Background: an optimization exercise with open tools, aiming at small area, a short achievable clock period and few clock cycles per item. Do not read the settings as production practice. At most, simulation tests tie the RTL to the original design; equivalence was not proved. No functional check of the RTL was part of run 1.

## flow/design.v (module list and top-level ports; edited modules follow where they fit)
// module float_mul_pipe: 1419 lines
// module fmul_pfx_gp: 7 lines
// module fmul_pfx_g: 6 lines
// module fmul_fa: 6 lines
// module fmul_ha: 6 lines
// module fmul_pfx_gp_n: 7 lines
// module fmul_pfx_g_n: 6 lines
// module fmul_pfx_gp_i: 7 lines
// module fmul_pfx_g_i: 6 lines
// module fmul_inv: 6 lines
// module fmul_and2: 6 lines
module float_mul_pipe #(
  parameter int E_BIT = 8,
  parameter int F_BIT = 23,
  parameter int TAG_W = 4
) (
  input  logic                 clk,
  input  logic                 rst,
  input  logic                 in_valid,
  output logic                 in_ready,
  input  logic [E_BIT+F_BIT:0] in_a,
  input  logic [E_BIT+F_BIT:0] in_b,
  input  logic [TAG_W-1:0]     in_tag,
  output logic                 out_valid,
  input  logic                 out_ready,
  output logic [E_BIT+F_BIT:0] out_p,
  output logic [TAG_W-1:0]     out_tag,
  output logic [3:0]           out_flags
);
  // ...
==> flow/flow/run.sh <==
#!/bin/bash
# The standard layout, with plain buf_1 cells (instead of the delay cells that
# buffer_ports picks by default) as the buffers on the input and output ports.
set -euo pipefail
bash standard.sh "BUFFER_PORTS_ARGS=-buffer_cell sky130_fd_sc_hd__buf_1" finish > flow_make.log 2>&1
==> flow/standard.sh <==
#!/bin/bash
# synth_recipe.tcl (not shown) runs the flow's synth.tcl, then flattens the netlist and writes it again
# the make line also repeats each setting of config.mk as NAME=value (left out here)
make -C /OpenROAD-flow-scripts/flow DESIGN_CONFIG=/design/flow/config.mk WORK_HOME=/design/flow/orfs CLKGATE_MAP_FILE= SYNTH_SCRIPT=/design/flow/synth_recipe.tcl "${@:-finish}"
==> flow/config.mk <==
export PLATFORM = sky130hd
export DESIGN_NAME = float_mul_pipe
export DESIGN_NICKNAME = float_mul_pipe
export VERILOG_FILES = /design/flow/design.v
export SDC_FILE = /design/flow/constraint.sdc
export NUM_CORES = 4
export LEC_CHECK = 0
export CAP_MARGIN = 20
export CORE_MARGIN = 2
export CORE_UTILIZATION = 70
export CTS_BUF_LIST = sky130_fd_sc_hd__clkbuf_2 sky130_fd_sc_hd__clkbuf_4
export CTS_CLUSTER_SIZE = 25
export SETUP_SLACK_MARGIN = 4.0
export SLEW_MARGIN = 20
export SYNTH_HIERARCHICAL = 1
export SYNTH_MINIMUM_KEEP_SIZE = 0
==> flow/constraint.sdc <==
create_clock -name core_clock -period 8.0 [get_ports {clk}]
set_input_delay 1.6000 -clock core_clock [delete_from_list [all_inputs] [get_ports {clk}]]
set_output_delay 1.6000 -clock core_clock [all_outputs]
set_load 0.01 [all_outputs]
==> flow_summary.toml, run 1 <==
[route]
route.met2.wl_microns = 29900
firstDrtPassIters = 8
via_per_inst = 6.73
wl_per_cell_microns = 24.9

[worst_setup_path]
startpoint_type = "flip-flop"
critPathLaunch = "r0_two[0]"
crit_arrival_ps = 4520
cp_common_cell = "fa_1"
endpoint = "r1_s[25]"

[synth]
yosys.area_share.adder = 0.287
synth-simple-area-share = 0.0754
muxShareOfSynthArea = 0.00179
synth_compound_area_frac = 0.159
yosys.area.top_type = "edfxtp_1"
synthXorXnorAreaFrac = 0.154
ys_warn_count = 8
synthTopCellsByCount = "349 x xnor2_1, 286 x a22oi_1, 266 x fa_1, 217 x edfxtp_1, 120 x ha_1"
synth_top_area_frac = 0.274
netlist_instances = 2170

[layout]
multiInputGateArea_sq_um = 16300
final_area_sq_um = 25900
inverters = 83
reg_top3 = "r1_c: 38 flops, r1_s: 38 flops, r_p: 32 flops"
largest_cell_class = "multi-input gates"

[min_path]
hp-class = "flip-flop to flip-flop"
hold_start = "r0_ex[4]"

[sta]
worst_slew_pin_slew_ps = 976
relSlewSlack = 0.350
setup_violations = 0

[outcome]
status = "finished clean"

[global_routing]
antenna_found_initial = 4

[cts]
cts_tree = "built"
clk_latency_ps = 830

[floorplanning]
start_util = 0.711

[place]
io_buffers = 113
==> run 2: changes to the inputs <==
--- a/flow/design.v
+++ b/flow/design.v
@@ -65,3 +65,3 @@
   logic [11:0] r0_neg, r0_one, r0_two;
-  logic [9:0]  r0_ex;
+  logic [8:0]  r0_es;          
   logic [1:0]  r0_cls;
@@ -75,3 +75,3 @@
       r0_two  <= w_two;
-      r0_ex   <= {2'b00, w_ea} + {2'b00, w_eb} - 10'd127;
+      r0_es   <= {1'b0, w_ea} + {1'b0, w_eb};
       r0_cls  <= w_cls0;
@@ -194,3 +194,4 @@
   wire t47s, t47c;
-  fmul_fa u_t47 (.a(1'b1), .b(r0_fa[4]), .c(pp2[24]), .s(t47s), .co(t47c));
+  assign t47s = ~(r0_fa[4] ^ pp2[24]);
+  assign t47c = r0_fa[4] | pp2[24];
   wire t48s, t48c;
@@ -208,3 +209,4 @@
   wire t54s, t54c;
-  fmul_fa u_t54 (.a(1'b1), .b(r0_fa[6]), .c(pp3[24]), .s(t54s), .co(t54c));
+  assign t54s = ~(r0_fa[6] ^ pp3[24]);
+  assign t54c = r0_fa[6] | pp3[24];
   wire t55s, t55c;
@@ -218,3 +220,4 @@
   wire t59s, t59c;
-  fmul_fa u_t59 (.a(1'b1), .b(r0_fa[8]), .c(pp4[24]), .s(t59s), .co(t59c));
+  assign t59s = ~(r0_fa[8] ^ pp4[24]);
+  assign t59c = r0_fa[8] | pp4[24];
   wire t60s, t60c;
@@ -224,3 +227,4 @@
   wire t62s, t62c;
-  fmul_ha u_t62 (.a(1'b1), .b(r0_fa[10]), .s(t62s), .co(t62c));
+  assign t62s = ~r0_fa[10];
+  assign t62c = r0_fa[10];
   wire t63s, t63c;
@@ -384,3 +388,4 @@
   wire t142s, t142c;
-  fmul_fa u_t142 (.a(1'b1), .b(r0_fa[12]), .c(pp6[24]), .s(t142s), .co(t142c));
+  assign t142s = ~(r0_fa[12] ^ pp6[24]);
+  assign t142c = r0_fa[12] | pp6[24];
   wire t143s, t143c;
@@ -394,3 +399,4 @@
   wire t147s, t147c;
-  fmul_fa u_t147 (.a(1'b1), .b(r0_fa[14]), .c(pp7[24]), .s(t147s), .co(t147c));
+  assign t147s = ~(r0_fa[14] ^ pp7[24]);
+  assign t147c = r0_fa[14] | pp7[24];
   wire t148s, t148c;
@@ -400,3 +406,4 @@
   wire t150s, t150c;
-  fmul_ha u_t150 (.a(1'b1), .b(r0_fa[16]), .s(t150s), .co(t150c));
+  assign t150s = ~r0_fa[16];
+  assign t150c = r0_fa[16];
   wire t151s, t151c;
@@ -536,3 +543,4 @@
   wire t218s, t218c;
-  fmul_fa u_t218 (.a(1'b1), .b(r0_fa[18]), .c(pp9[24]), .s(t218s), .co(t218c));
+  assign t218s = ~(r0_fa[18] ^ pp9[24]);
+  assign t218c = r0_fa[18] | pp9[24];
   wire t219s, t219c;
@@ -542,3 +550,4 @@
   wire t221s, t221c;
-  fmul_ha u_t221 (.a(1'b1), .b(r0_fa[20]), .s(t221s), .co(t221c));
+  assign t221s = ~r0_fa[20];
+  assign t221c = r0_fa[20];
   wire t222s, t222c;
@@ -616,3 +625,4 @@
   wire t258s, t258c;
-  fmul_ha u_t258 (.a(1'b1), .b(r0_fa[22]), .s(t258s), .co(t258c));
+  assign t258s = ~r0_fa[22];
+  assign t258c = r0_fa[22];
   wire t259s, t259c;
@@ -692,3 +702,4 @@
   wire t296s, t296c;
-  fmul_fa u_t296 (.a(1'b1), .b(~r0_neg[11]), .c(t258c), .s(t296s), .co(t296c));
+  assign t296s = ~(~r0_neg[11] ^ t258c);
+  assign t296c = ~r0_neg[11] | t258c;
   logic [9:0] w_lg, w_lp;
@@ -736,3 +747,3 @@
   logic [47:0] r1_s, r1_c;
-  logic [9:0]  r1_ex;
+  logic [8:0]  r1_es;
   logic [1:0]  r1_cls;
@@ -821,3 +832,3 @@
       r1_lowc <= w_lowc;
-      r1_ex   <= r0_ex;
+      r1_es   <= r0_es;
       r1_cls  <= r0_cls;
@@ -1199,3 +1210,3 @@
   logic        w_msb;
-  logic        w_g1, w_g0, w_st1, w_st0, w_up1, w_up0, w_inexact;
+  logic        w_g1, w_g0, w_st1, w_st0, w_up1, w_up0;
   logic [46:24] w_t;
@@ -1203,4 +1214,4 @@
   logic [22:0]  w_o1, w_o0;     
-  logic [22:0]  w_z1, w_z0, w_i1, w_i0, w_frac;
-  logic         w_all1, w_all0, w_carry;
+  logic [22:0]  w_z1, w_z0;
+  logic         w_all1, w_all0;
   assign w_msb = w_prod[47];
@@ -1328,4 +1339,2 @@
   assign w_z0 = w_prod[45:23];
-  assign w_i1 = w_z1 ^ w_o1;
-  assign w_i0 = w_z0 ^ w_o0;
   assign w_all1 = w_prod[24] & w_qa[21];
@@ -1334,14 +1343,13 @@
   assign w_up0 = w_g0 & (w_st0 | w_z0[0]);
-  assign w_inexact = w_msb ? (w_g1 | w_st1) : (w_g0 | w_st0);
-  logic [9:0] w_e0, w_e1, w_e2;
+  logic [7:0] w_e0, w_e1, w_e2;
   logic       w_uf0, w_uf1, w_uf2, w_of0, w_of1, w_of2;
-  assign w_e0 = r1_ex;
-  assign w_e1 = r1_ex + 10'd1;
-  assign w_e2 = r1_ex + 10'd2;
-  assign w_uf0 = $signed(w_e0) <= 0;
-  assign w_uf1 = $signed(w_e1) <= 0;
-  assign w_uf2 = $signed(w_e2) <= 0;
-  assign w_of0 = $signed(w_e0) >= 10'sd255;
-  assign w_of1 = $signed(w_e1) >= 10'sd255;
-  assign w_of2 = $signed(w_e2) >= 10'sd255;
+  assign w_e0 = r1_es[7:0] + 8'd129;
+  assign w_e1 = r1_es[7:0] + 8'd130;
+  assign w_e2 = r1_es[7:0] + 8'd131;
+  assign w_uf0 = r1_es <= 9'd127;
+  assign w_uf1 = r1_es <= 9'd126;
+  assign w_uf2 = r1_es <= 9'd125;
+  assign w_of0 = r1_es >= 9'd382;
+  assign w_of1 = r1_es >= 9'd381;
+  assign w_of2 = r1_es >= 9'd380;
   logic [31:0] w_pm0, w_pm1, w_p;
@@ -1354,6 +1362,6 @@
     c1 = w_up1 & w_all1;
-    ef0 = c0 ? w_e1[7:0] : w_e0[7:0];
+    ef0 = c0 ? w_e1 : w_e0;
     uf0 = c0 ? w_uf1 : w_uf0;
     of0 = c0 ? w_of1 : w_of0;
-    ef1 = c1 ? w_e2[7:0] : w_e1[7:0];
+    ef1 = c1 ? w_e2 : w_e1;
     uf1 = c1 ? w_uf2 : w_uf1;
--- a/flow/config.mk
+++ b/flow/config.mk
@@ -10,5 +10,4 @@
 export CORE_UTILIZATION = 70
-export CTS_BUF_LIST = sky130_fd_sc_hd__clkbuf_2 sky130_fd_sc_hd__clkbuf_4
-export CTS_CLUSTER_SIZE = 25
-export SETUP_SLACK_MARGIN = 4.0
+export CTS_BUF_LIST = sky130_fd_sc_hd__clkbuf_4 sky130_fd_sc_hd__clkbuf_8
+export SETUP_SLACK_MARGIN = 4.3
 export SLEW_MARGIN = 20
==> run 2 against run 1 <==
Effect of this change: area after synthesis down 2.2%; sequential share of layout area down 0.63 points; critical path depth up 1; core utilization up 3.2 points; global-route usage down 0.99 points; non-clock buffer count up 8; synthesized cell count down 3.6%; cell area up 1.6%; cell count down 3.7%; hold slack worse by 4.1 ps; critical path type unchanged.
==> flow_summary.toml, run 2 <==
[route]
firstDrtPassIters = 7
drtAntennaViolNets = 0
via_per_inst = 6.73
drc = 0
vias = 17988
drt-initial-drc-count = 2194
drt-total-wl_microns = 66300
wl_per_cell_microns = 24.8

[worst_setup_path]
endpoint = "r1_s[26]"
cp.depth = 8
crit_arrival_ps = 4070
r2r_slack_ps = 4240
path_cells = "buf_6 > a22oi_1 > xnor2_1 > fa_1 > fa_1 > fa_1 > fa_1 > fa_1"
path_max_fanout = 29
required_ps = 8310
critPathLaunch = "r0_fa[5]"
startpoint_type = "flip-flop"
cp_common_cell = "fa_1"
rr_endpoint = "r1_s[26]"
critical_path_class = "flip-flop to flip-flop"
r2r-start = "r0_fa[5]"
rr_worst_depth = 8
crit_family = "adder cells"
critPathSlowestCell = "fa_1"
path_buf_inv = 1
slowest_delay_ps = 580
endpoint_kind = "flip-flop"

[synth]
synth_top_area_frac = 0.278
synthTopCellsByCount = "372 x xnor2_1, 264 x a22oi_1, 259 x fa_1, 215 x edfxtp_1, 114 x ha_1"
synthMostInstantiatedCell = "xnor2_1"
synth-seq-cells = 218
yosysSeqAreaShare = 0.281
synth_area_leaders = "edfxtp_1 28%, fa_1 22%, xnor2_1 14%"
ys.flop_type = "edfxtp_1"
synth_area_sq_um = 23300
netlist_instances = 2091
syn_avg_cell_area_sq_um = 11.1
ys_warn_count = 8
synth.distinct_cells = 72
async_reset_ff_frac = 0.0138
yosys.area.top_type = "edfxtp_1"
synth_edf_count = 215

[sta]
hold_viol = 0
relSlewSlack = 0.305
setup_violations = 0
holdWs_ps = 417
report.final.slew_viol_count = 0
tns_ps = 0
max_freq_mhz = 266
rsz0062_at_grt = "true"
worst_slew_pin_slew_ps = 1040
period_share = 0.470
skew_ps = 49.8
period_needed_ps = 3760
finalWorstSetupSlack_ps = 4240

[global_routing]
antenna_found_initial = 0
track_usage = 0.382
grt_pass1_wl_microns = 100000
first_global_vias = 18374
grt_max_degree = 160
grt-ovfl-total = 0

[cts]
cts_tree = "built"
path_clk_slew_ps = 60
ctsHoldBuffers = 0
cts_buffers = 41
clk_latency_ps = 630
cts_num_sinks = 218
clockRootBuffer = "clkbuf_8"
max-clock-path-buffers = 3
htree_levels = 2

[layout]
layout_commonest_cell = "xnor2_1"
reg_top3 = "r1_c: 38 flops, r1_s: 38 flops, r_p: 32 flops"
nets = 2644
antenna_cells = 0
area_growth_pct = 13.2
final_cell_mix = "368 x xnor2_1, 249 x fa_1, 219 x a22oi_1"
drive_above_1_share = 0.170

[min_path]
hp-class = "flip-flop to flip-flop"
hold_start = "r1_tag[2]"

[run]
drv_cap = 0

[place]
post-dp-hpwl_microns = 39800
place.gp.congestion = 0.883
io_buffers = 113
place_ws_ps = 3450

[outcome]
status = "finished clean"

[floorplanning]
coreArea_sq_um = 32600
die_y_microns = 186
die_area_sq_um = 34700
rows = 66
start_util = 0.713
die_x_microns = 186
boundaryPins = 114
[run 2: changes by cell type after synthesis, moves of 12 or more]
cell and change:
xor2_1 -28, nor2_1 -27, xnor2_1 +23, a22oi_1 -22
inv_1 +14, o22ai_1 +13, nor3_1 -12, o22ai_2 +12
[run 2: kinds of logic after synthesis]
group           share of synthesized area
mux                               0.00291
xor+xnor                            0.158
other cells                      0.000161
flops                               0.281
fa+ha+maj                           0.284
compound gates                      0.161
buf+inv                            0.0448
simple gates                       0.0678
[run 2: layout make-up]
type	count	area, sq um
multi-input combinational	1611	16200
sequential	218	6530
fill	2031	6310
timing repair buffer	229	1770
clock buffer	47	616
tap	442	553
inverter	98	370
clock inverter	29	285
[run 2: repair_timing]
action                     4_1_cts  5_1_grt
resized for setup               53      111
pin swaps                        9       21
setup endpoints to repair       78       61
cloned                           4        5
setup buffers                   43       16
[run 2: metal layers]
metal / track usage / up-vias / share of wire
li1: - / 7573 / -
met1: 0.492 / 8769 / 0.37
met2: 0.606 / 1373 / 0.45
met3: 0.119 / 273 / 0.13
met4: 0.158 / 0 / 0.045
met5: 0 / - / 0
[run 2: modules after synthesis, one instance, submodules excluded]
| module | area, sq um | cells |
|---|---|---|
| float_mul_pipe | 16300 | 1572 |
| fmul_and2 | 6.26 | 1 |
| fmul_fa | 20.0 | 1 |
| fmul_ha | 12.5 | 1 |
| fmul_inv | 3.75 | 1 |
| fmul_pfx_g | 7.51 | 1 |
| fmul_pfx_g_i | 5.00 | 1 |
| fmul_pfx_g_n | 8.76 | 1 |
| fmul_pfx_gp | 13.8 | 2 |
| fmul_pfx_gp_i | 12.5 | 2 |
| fmul_pfx_gp_n | 12.5 | 2 |
[run 2: worst min path at each step]
stage	to	slack [ps]	cells after the start
final	r_tag[2]	420	0
after CTS	r_tag[2]	420	0
after floorplan	r1_cls[0]	400	0
after global placement	r1_es[3]	400	0
after detailed placement	r_tag[2]	410	0
after global routing	r_tag[3]	420	0
[run 2: stage by stage]
step,instances,util,instance area (sq um)
after floorplan,2091,-,23300
after global placement,2530,0.735,24000
after detailed placement,2530,0.735,24000
after CTS,2653,0.784,25600
after global routing,2674,0.807,26300
final,2674,0.807,26300
Testbench counts of run 2, summed over its fixed seeds: cycles 160,024, items 160,000.
==> run 3: changes to the inputs <==
--- a/flow/config.mk
+++ b/flow/config.mk
@@ -11,3 +11,3 @@
 export CTS_BUF_LIST = sky130_fd_sc_hd__clkbuf_4 sky130_fd_sc_hd__clkbuf_8
-export SETUP_SLACK_MARGIN = 4.3
+export SETUP_SLACK_MARGIN = 4.0
 export SLEW_MARGIN = 20
==> run 3 against run 2 <==
Effect of this change: still clean on timing, DRC and antenna; maximum frequency shrank 5.6%; routed wire length shrank 3.3%; hold slack lost 0.82 ps; global-route usage shrank 0.57 points; critical path depth is the same; largest cell class unchanged.
==> flow_summary.toml, run 3 <==
[synth]
synthMostInstantiatedCell = "xnor2_1"
synthTopCellsByCount = "372 x xnor2_1, 264 x a22oi_1, 259 x fa_1, 215 x edfxtp_1, 114 x ha_1"
synth-seq-cells = 218
ys.flop_type = "edfxtp_1"
synth_area_leaders = "edfxtp_1 28%, fa_1 22%, xnor2_1 14%"
synth.distinct_cells = 72
yosysSeqAreaShare = 0.281
synth_area_sq_um = 23300
syn_avg_cell_area_sq_um = 11.1
synth_edf_count = 215
synth_top_area_frac = 0.278
netlist_instances = 2091
async_reset_ff_frac = 0.0138
ys_warn_count = 8
yosys.area.top_type = "edfxtp_1"

[route]
via_per_inst = 6.72
drtAntennaViolNets = 0
drt-initial-drc-count = 2085
drc = 0
wl_per_cell_microns = 24.3
drt-total-wl_microns = 64200
firstDrtPassIters = 9
vias = 17741

[cts]
clockRootBuffer = "clkbuf_8"
htree_levels = 2
max-clock-path-buffers = 3
cts_num_sinks = 218
cts_buffers = 40
clk_latency_ps = 630
path_clk_slew_ps = 60
cts_tree = "built"
ctsHoldBuffers = 0

[sta]
max_freq_mhz = 251
skew_ps = 43.3
hold_viol = 0
worst_slew_pin_slew_ps = 1010
period_needed_ps = 3980
report.final.slew_viol_count = 0
rsz0062_at_grt = "false"
period_share = 0.498
relSlewSlack = 0.323
tns_ps = 0
setup_violations = 0

[layout]
multiInputGateArea_sq_um = 15800
nets = 2613
area_growth_pct = 8.93
regArea_sq_um = 6530
layout_commonest_cell = "xnor2_1"
antenna_cells = 0
final_cell_mix = "372 x xnor2_1, 264 x a22oi_1, 259 x fa_1"
nFillCells = 2159
reg_top3 = "r1_c: 38 flops, r1_s: 38 flops, r_p: 32 flops"
drive_above_1_share = 0.122
final_util = 0.776

[place]
place.gp.congestion = 0.910
io_buffers = 113
post-dp-hpwl_microns = 40700

[global_routing]
grt_pass1_wl_microns = 98100
first_global_vias = 17937
grt-ovfl-total = 0
track_usage = 0.377
grt_max_degree = 83
antenna_found_initial = 0

[floorplanning]
die_y_microns = 186
die_area_sq_um = 34700
die_x_microns = 186
start_util = 0.713
coreArea_sq_um = 32600
rows = 66
boundaryPins = 114

[worst_setup_path]
path_cells = "buf_4 > a22oi_1 > xnor2_1 > fa_1 > fa_1 > fa_1 > fa_1 > fa_1"
endpoint_kind = "flip-flop"
startpoint_type = "flip-flop"
required_ps = 8330
slowest_delay_ps = 650
path_max_fanout = 28
r2r_slack_ps = 4020
cp_common_cell = "fa_1"
rr_worst_depth = 8
critical_path_class = "flip-flop to flip-flop"
r2r-start = "r0_fa[15]"
rr_endpoint = "r1_s[29]"
crit_arrival_ps = 4310
critPathSlowestCell = "fa_1"

[min_path]
hold_start = "r0_es[4]"
holdPathEnd = "r1_es[4]"
hp-class = "flip-flop to flip-flop"
hold_depth = 0

[run]
drv_cap = 0

[outcome]
status = "finished clean"
[run 3: logic make-up (layout without fill, tap and decap cells)]
group | Yosys count | count (layout) | synth area share
AO/OA/AOI/OAI | 500 | 500 | 0.161
XOR/XNOR | 415 | 415 | 0.158
adder cells (fa/ha/maj) | 373 | 373 | 0.284
AND/OR/NAND/NOR | 312 | 316 | 0.0678
buffers and inverters | 266 | 369 | 0.0448
flip-flops | 218 | 218 | 0.281
multiplexers | 6 | 6 | 0.00291
other | 1 | 1 | 0.000161
[run 3: routing by layer]
layer  global-route usage  share of wire
met1                0.505           0.38
met2                0.572           0.45
met3                0.111           0.13
met4                0.169          0.043
met5                    0              0
[run 3: per-module statistics from Yosys (local to each module, per instance), excerpt]
module          copies in the design  cells
fmul_inv                          37      1
fmul_fa                          257      1
fmul_ha                           29      1
fmul_pfx_g_n                      15      1
fmul_pfx_g                         4      1
fmul_pfx_gp_i                     19      2
fmul_pfx_gp                        5      2
fmul_pfx_gp_n                     35      2
float_mul_pipe                     1   1572
[run 3: how the worst max path moves through the flow]
stage,from,endpoint,slack (ps),depth (start not counted)
floorplan,out_ready,in_ready,3240,1
global placement,out_ready,r1_c[24],3460,4
detailed placement,out_ready,r1_c[23],3340,4
CTS,r0_one[5],r1_s[27],4000,7
global route,r1_s[25],r_p[3],3990,14
finish,r0_fa[15],r1_s[29],4020,8
[run 3: layout make-up]
cell class,count,share of cell area
clock buffer,43,0.0226
multi-input combinational,1611,0.624
inverter,98,0.0145
timing repair buffer,199,0.0483
clock inverter,29,0.0108
sequential,218,0.258
tap,442,0.0218
[run 3: through the flow]
step	setup WS [ps]	cells	cell area [sq um]	hold WS (ps)
floorplan	3240	2091	23300	400
global placement	3460	2533	24000	400
detailed placement	3340	2533	24000	405
CTS	4000	2621	25000	416
global route	3990	2640	25300	423
finish	4020	2640	25300	416
[run 3: repair_timing]
action                                  in CTS  in global routing
gates cloned                                 3                  1
pin swaps                                    0                  3
gates resized for setup                      6                 13
endpoints found under the setup margin      90                 50
setup buffers                               13                 18
[run 3: critical path, delay by kind of cell (launching register included)]
kind                     cells  cell delay, ps
AO/OA/AOI/OAI                1             190
adder cells (fa/ha/maj)      5            2590
buffers and inverters        1             370
flip-flops                   1             330
XOR/XNOR                     1             180
==> run 4: changes to the inputs <==
--- a/flow/config.mk
+++ b/flow/config.mk
@@ -11,3 +11,3 @@
 export CTS_BUF_LIST = sky130_fd_sc_hd__clkbuf_4 sky130_fd_sc_hd__clkbuf_8
-export SETUP_SLACK_MARGIN = 4.0
+export SETUP_SLACK_MARGIN = 4.15
 export SLEW_MARGIN = 20
==> run 4 against run 3 <==
Effect of this change: routed wire length is 1.8% lower; non-clock buffer count increased by 4; clock-buffer cell count up 4; die area is the same; largest cell class unchanged; highest routed layer is now met5.
==> flow_summary.toml, run 4 <==
[outcome]
status = "finished clean"

[sta]
period_needed_ps = 3880
setup_violations = 0
worst_slew_pin_slew_ps = 971
report.final.slew_viol_count = 0
skew_ps = 43.4
relSlewSlack = 0.352
tns_ps = 0
hold_viol = 0
max_freq_mhz = 258
finalWorstSetupSlack_ps = 4120
rsz0062_at_grt = "false"
period_share = 0.485

[layout]
final_util = 0.778
area_growth_pct = 9.08
nFillCells = 2148
antenna_cells = 0
final_cell_mix = "372 x xnor2_1, 262 x a22oi_1, 258 x fa_1"
layout_commonest_cell = "xnor2_1"
multiInputGateArea_sq_um = 15800
drive_above_1_share = 0.124
nets = 2615
regArea_sq_um = 6530
reg_top3 = "r1_c: 38 flops, r1_s: 38 flops, r_p: 32 flops"

[worst_setup_path]
path_cells = "buf_4 > a22oi_1 > xnor2_1 > fa_1 > fa_1 > fa_1 > fa_1 > fa_1"
path_max_fanout = 24
cp_common_cell = "fa_1"
path_buf_inv = 1
startpoint_type = "flip-flop"
slowest_delay_ps = 620
critical_path_class = "flip-flop to flip-flop"
required_ps = 8290
endpoint_kind = "flip-flop"
critPathSlowestCell = "fa_1"
crit_family = "adder cells"
crit_arrival_ps = 4170

[place]
place.gp.congestion = 0.933
io_buffers = 113
post-dp-hpwl_microns = 39500
place_ws_ps = 3450

[synth]
yosys.area_share.adder = 0.284
synthMostInstantiatedCell = "xnor2_1"
ys.flop_type = "edfxtp_1"
synth-seq-cells = 218
synth_compound_area_frac = 0.161
synth_area_sq_um = 23300
yosysSeqAreaShare = 0.281
synth_area_leaders = "edfxtp_1 28%, fa_1 22%, xnor2_1 14%"
synth_top_family_by_area = "adder cells"
synthTopCellsByCount = "372 x xnor2_1, 264 x a22oi_1, 259 x fa_1, 215 x edfxtp_1, 114 x ha_1"
synth_top_area_frac = 0.278
async_reset_ff_frac = 0.0138
ys_warn_count = 8
muxShareOfSynthArea = 0.00291
synthXorXnorAreaFrac = 0.158
synth.distinct_cells = 72
syn_avg_cell_area_sq_um = 11.1
synth-simple-area-share = 0.0678
synth_edf_count = 215
yosys.area.top_type = "edfxtp_1"
netlist_instances = 2091

[floorplanning]
die_area_sq_um = 34700
start_util = 0.713
coreArea_sq_um = 32600
rows = 66
boundaryPins = 114
die_y_microns = 186
die_x_microns = 186

[cts]
max-clock-path-buffers = 3
cts_num_sinks = 218
htree_levels = 2
path_clk_slew_ps = 70
cts_tree = "built"
clk_latency_ps = 600
cts_buffers = 39
ctsHoldBuffers = 0
clockRootBuffer = "clkbuf_8"

[route]
drt-total-wl_microns = 63000
vias = 17686
drc = 0
firstDrtPassIters = 6
drt-initial-drc-count = 1894
wl_per_cell_microns = 23.9
via_per_inst = 6.71
drtAntennaViolNets = 0

[global_routing]
antenna_found_initial = 0
track_usage = 0.372
grt-ovfl-total = 0
grt_max_degree = 162
grt_pass1_wl_microns = 97000
first_global_vias = 17747

[min_path]
hp-class = "flip-flop to flip-flop"

[run]
drv_cap = 0
-- run 4: cell type report --
class | instances | share of cell area
clock inverters | 18 | 0.00592
repair buffers | 203 | 0.0530
flip-flops and latches | 218 | 0.258
clock buffers | 47 | 0.0235
inverters | 98 | 0.0145
well taps | 442 | 0.0218
multi-input cells | 1610 | 0.624
-- run 4: timing repair --
item / CTS / global route
endpoints found under the setup margin: 67 / 55
cloned: 3 / 1
resized for setup: 12 / 33
pin swaps: 1 / 3
setup buffers: 21 / 14
-- run 4: kinds of logic after synthesis --
family / count (synthesis)
mux: 6
compound gates: 500
xor+xnor: 415
other cells: 1
fa+ha+maj: 373
buf+inv: 266
flops: 218
simple gates: 312
-- run 4: final timing paths --
| path | cells after the start | slack [ps] | end | from |
|---|---|---|---|---|
| worst max-delay path | 8 | 4120 | r1_s[29] | r0_two[7] |
| worst min-delay path | 0 | 410 | r1_es[0] | r0_es[0] |
| worst max register to register | 8 | 4120 | r1_s[29] | r0_two[7] |
| worst min register to register | 0 | 410 | r1_es[0] | r0_es[0] |
| max in group asynchronous | 2 | 7030 | r_v1 | rst |
| min in group asynchronous | 2 | 830 | r_ov | rst |
-- run 4: layer usage --
metal / share of wire / GRT usage
met1: 0.38 / 0.491
met2: 0.45 / 0.580
met3: 0.13 / 0.102
met4: 0.044 / 0.165
met5: 0.0010 / 0.0143
-- run 4: worst register-to-register path, stage by stage, from the launching register on --
cell and delay, ps:
edfxtp_1 330, buf_4 360, a22oi_1 180, xnor2_1 240, fa_1 470, fa_1 510, fa_1 430, fa_1 620
fa_1 450
-- run 4: metrics by stage --
step	std cells	cell area [sq um]	hold WS, ps
floorplan	2091	23300	400
global placement	2532	24000	401
detailed placement	2532	24000	405
CTS	2621	25100	414
global route	2636	25400	424
finish	2636	25400	413
-- run 4: Yosys stat by module, one instance, submodules excluded --
module | cells | cell area [sq um]
fmul_pfx_g | 1 | 7.51
fmul_ha | 1 | 12.5
fmul_and2 | 1 | 6.26
fmul_pfx_gp_i | 2 | 12.5
fmul_pfx_g_n | 1 | 8.76
fmul_inv | 1 | 3.75
fmul_fa | 1 | 20.0
fmul_pfx_g_i | 1 | 5.00
fmul_pfx_gp | 2 | 13.8
float_mul_pipe | 1572 | 16300
fmul_pfx_gp_n | 2 | 12.5
==> run 5: changes to the inputs <==
--- a/flow/config.mk
+++ b/flow/config.mk
@@ -9,3 +9,3 @@
 export CORE_MARGIN = 2
-export CORE_UTILIZATION = 70
+export CORE_UTILIZATION = 76
 export CTS_BUF_LIST = sky130_fd_sc_hd__clkbuf_4 sky130_fd_sc_hd__clkbuf_8
==> run 5 against run 4 <==
Effect of this change: core utilization increased by 6.1 points; non-clock buffer count increased by 20; synthesized cell count unchanged; cell count decreased by 0.80%; critical path type unchanged; hold slack improved by 1.1 ps; via count increased by 4.9%; critical endpoint is now r1_s[27]; cell area increased by 0.38%; register-to-register slack improved by 30 ps; highest routed layer unchanged.
==> flow_summary.toml, run 5 <==
[place]
io_buffers = 113
place.gp.congestion = 0.917
post-dp-hpwl_microns = 40900
dp_cells = 2483

[route]
vias = 18549
drtAntennaViolNets = 0
wl_per_cell_microns = 25.6
drt-total-wl_microns = 66900
drc = 0
firstDrtPassIters = 9
via_per_inst = 7.09
drt-initial-drc-count = 3031

[layout]
drive_above_1_share = 0.131
nFillCells = 1665
layout_commonest_cell = "xnor2_1"
multiInputGateArea_sq_um = 15800
fin_cells = 2615
final_cell_mix = "371 x xnor2_1, 261 x a22oi_1, 259 x fa_1"
reg_top3 = "r1_c: 38 flops, r1_s: 38 flops, r_p: 32 flops"
regArea_sq_um = 6530
nets = 2635
area_growth_pct = 9.50

[synth]
synth_area_sq_um = 23300
yosys.area.top_type = "edfxtp_1"
ys.flop_type = "edfxtp_1"
synth.distinct_cells = 72
synth_area_leaders = "edfxtp_1 28%, fa_1 22%, xnor2_1 14%"
yosysSeqAreaShare = 0.281
synth_edf_count = 215
netlist_instances = 2091
syn_avg_cell_area_sq_um = 11.1
synthTopCellsByCount = "372 x xnor2_1, 264 x a22oi_1, 259 x fa_1, 215 x edfxtp_1, 114 x ha_1"
async_reset_ff_frac = 0.0138
synthMostInstantiatedCell = "xnor2_1"
ys_warn_count = 8
synth-seq-cells = 218
synth_top_area_frac = 0.278

[cts]
cts_tree = "built"
ctsHoldBuffers = 0
cts_buffers = 38
path_clk_slew_ps = 60
htree_levels = 2
clk_latency_ps = 580
max-clock-path-buffers = 3
clockRootBuffer = "clkbuf_8"
cts_num_sinks = 218

[sta]
hold_viol = 0
period_share = 0.481
tns_ps = 0
max_freq_mhz = 260
report.final.slew_viol_count = 0
worst_slew_pin_slew_ps = 961
skew_ps = 30.8
rsz0062_at_grt = "false"
relSlewSlack = 0.359
holdWs_ps = 415
setup_violations = 0
period_needed_ps = 3850

[global_routing]
track_usage = 0.411
antenna_found_initial = 3
grt-ovfl-total = 0
met2_usage = 0.610
grt_pass1_wl_microns = 99200
grt_util_met3 = 0.159
met1_usage = 0.534
first_global_vias = 18249
busiest_layer = "met2"
grt_max_degree = 166

[worst_setup_path]
required_ps = 8270
critical_path_class = "flip-flop to flip-flop"
endpoint_kind = "flip-flop"
startpoint_type = "flip-flop"
crit_arrival_ps = 4120
path_max_fanout = 9

[run]
drv_cap = 0

[floorplanning]
start_util = 0.766
die_x_microns = 179
die_y_microns = 179
coreArea_sq_um = 30300
rows = 64
die_area_sq_um = 32000
boundaryPins = 114

[min_path]
hp-class = "flip-flop to flip-flop"

[outcome]
status = "finished clean"
-- run 5: cell counts after synthesis --
No cell type changed its count.
-- run 5: metal layers --
metal  wire [microns]  part of all wire
met5               34           0.00051
met4             4180             0.063
met3             9950              0.15
met2            29000              0.43
met1            23700              0.35
-- run 5: logic make-up (layout without fill, tap and decap cells) --
logic type      Yosys count  count (layout)  synth area share
mux                       6               6           0.00291
other cells               1               4          0.000161
flops                   218             218             0.281
xor+xnor                415             415             0.158
compound gates          500             500             0.161
simple gates            312             316            0.0678
buf+inv                 266             387            0.0448
fa+ha+maj               373             373             0.284
-- run 5: cell type report --
| class | instances | share of cell area |
|---|---|---|
| inverter | 98 | 0.0144 |
| clock inverter | 22 | 0.00816 |
| clock buffer | 44 | 0.0223 |
| antenna | 3 | 0.000295 |
| sequential | 218 | 0.257 |
| multi-input combinational | 1611 | 0.621 |
| timing repair buffer | 223 | 0.0575 |
| tap | 396 | 0.0195 |
-- run 5: timing repair --
item	in CTS	in global routing
gates cloned	3	1
endpoints found under the setup margin	67	62
pin swaps	0	6
gates resized for setup	8	32
buffers inserted	34	25
-- run 5: worst max-delay path, stage by stage (launching register included) --
cell      delay, ps
edfxtp_1        440
buf_12          180
a21oi_1         260
xnor2_1         230
fa_1            500
fa_1            490
fa_1            430
fa_1            430
fa_1            580
-- run 5: final timing paths --
| kind | from | to | slack, ps | cells after the start |
|---|---|---|---|---|
| max | r0_two[1] | r1_s[27] | 4150 | 8 |
| min | r0_es[6] | r1_es[6] | 410 | 0 |
| max reg2reg | r0_two[1] | r1_s[27] | 4150 | 8 |
| min reg2reg | r0_es[6] | r1_es[6] | 410 | 0 |
| max in group asynchronous | rst | r_v1 | 6980 | 2 |
| min in group asynchronous | rst | r_ov | 870 | 2 |
-- run 5: per-stage QoR --
stage	util	setup slack [ps]	cell area [sq um]
final	0.839	4150	25500
after global routing	0.839	4140	25500
after CTS	0.826	4150	25100
after detailed placement	0.788	3530	23900
after global placement	0.788	3640	23900
after floorplan	-	3240	23300
-- run 5: modules after synthesis, one instance, submodules excluded, a selection --
module | cells | flops+latches | area [sq um]
fmul_pfx_gp_n | 2 | 0 | 12.5
fmul_and2 | 1 | 0 | 6.26
fmul_pfx_g_n | 1 | 0 | 8.76
fmul_pfx_gp | 2 | 0 | 13.8
fmul_ha | 1 | 0 | 12.5
fmul_pfx_g_i | 1 | 0 | 5.00
float_mul_pipe | 1572 | 218 | 16300
fmul_inv | 1 | 0 | 3.75
fmul_fa | 1 | 0 | 20.0
fmul_pfx_g | 1 | 0 | 7.51

port drivers added, routing unchanged:
Ports are ideal in the flow. The routed layouts listed here were re-timed in OpenROAD.
Step 1: set_driving_cell puts a clkbuf_16 on clk and a buf_2 on each other input, an assumption about the parent block.
Step 2 times the ports against the registers' clock, not the clock port: input delays grow and output delays shrink by t, the midpoint of the rising clock arrivals with the driver on.
a / b / c = ideal / step 1 / step 2; a / b = the first two.
run	shift t [ns]	setup WS [ns]	worst setup path after step 2	slew at the worst register clock pin (ns)
run 1	0.855	3.994 / 3.994 / 3.994	register to register	0.08 / 0.08
run 2	0.650	4.244 / 4.244 / 4.038	input to register	0.08 / 0.08
run 3	0.661	4.019 / 4.019 / 3.671	input to register	0.07 / 0.07
run 4	0.629	4.120 / 4.120 / 3.993	input to register	0.07 / 0.07
run 5	0.612	4.151 / 4.151 / 3.943	input to register	0.07 / 0.07
After both steps setup and hold are still met in every run listed. The setup slack of run 3, which loses most, moves by 0.000 ns with the drivers and by -0.348 ns with both steps.
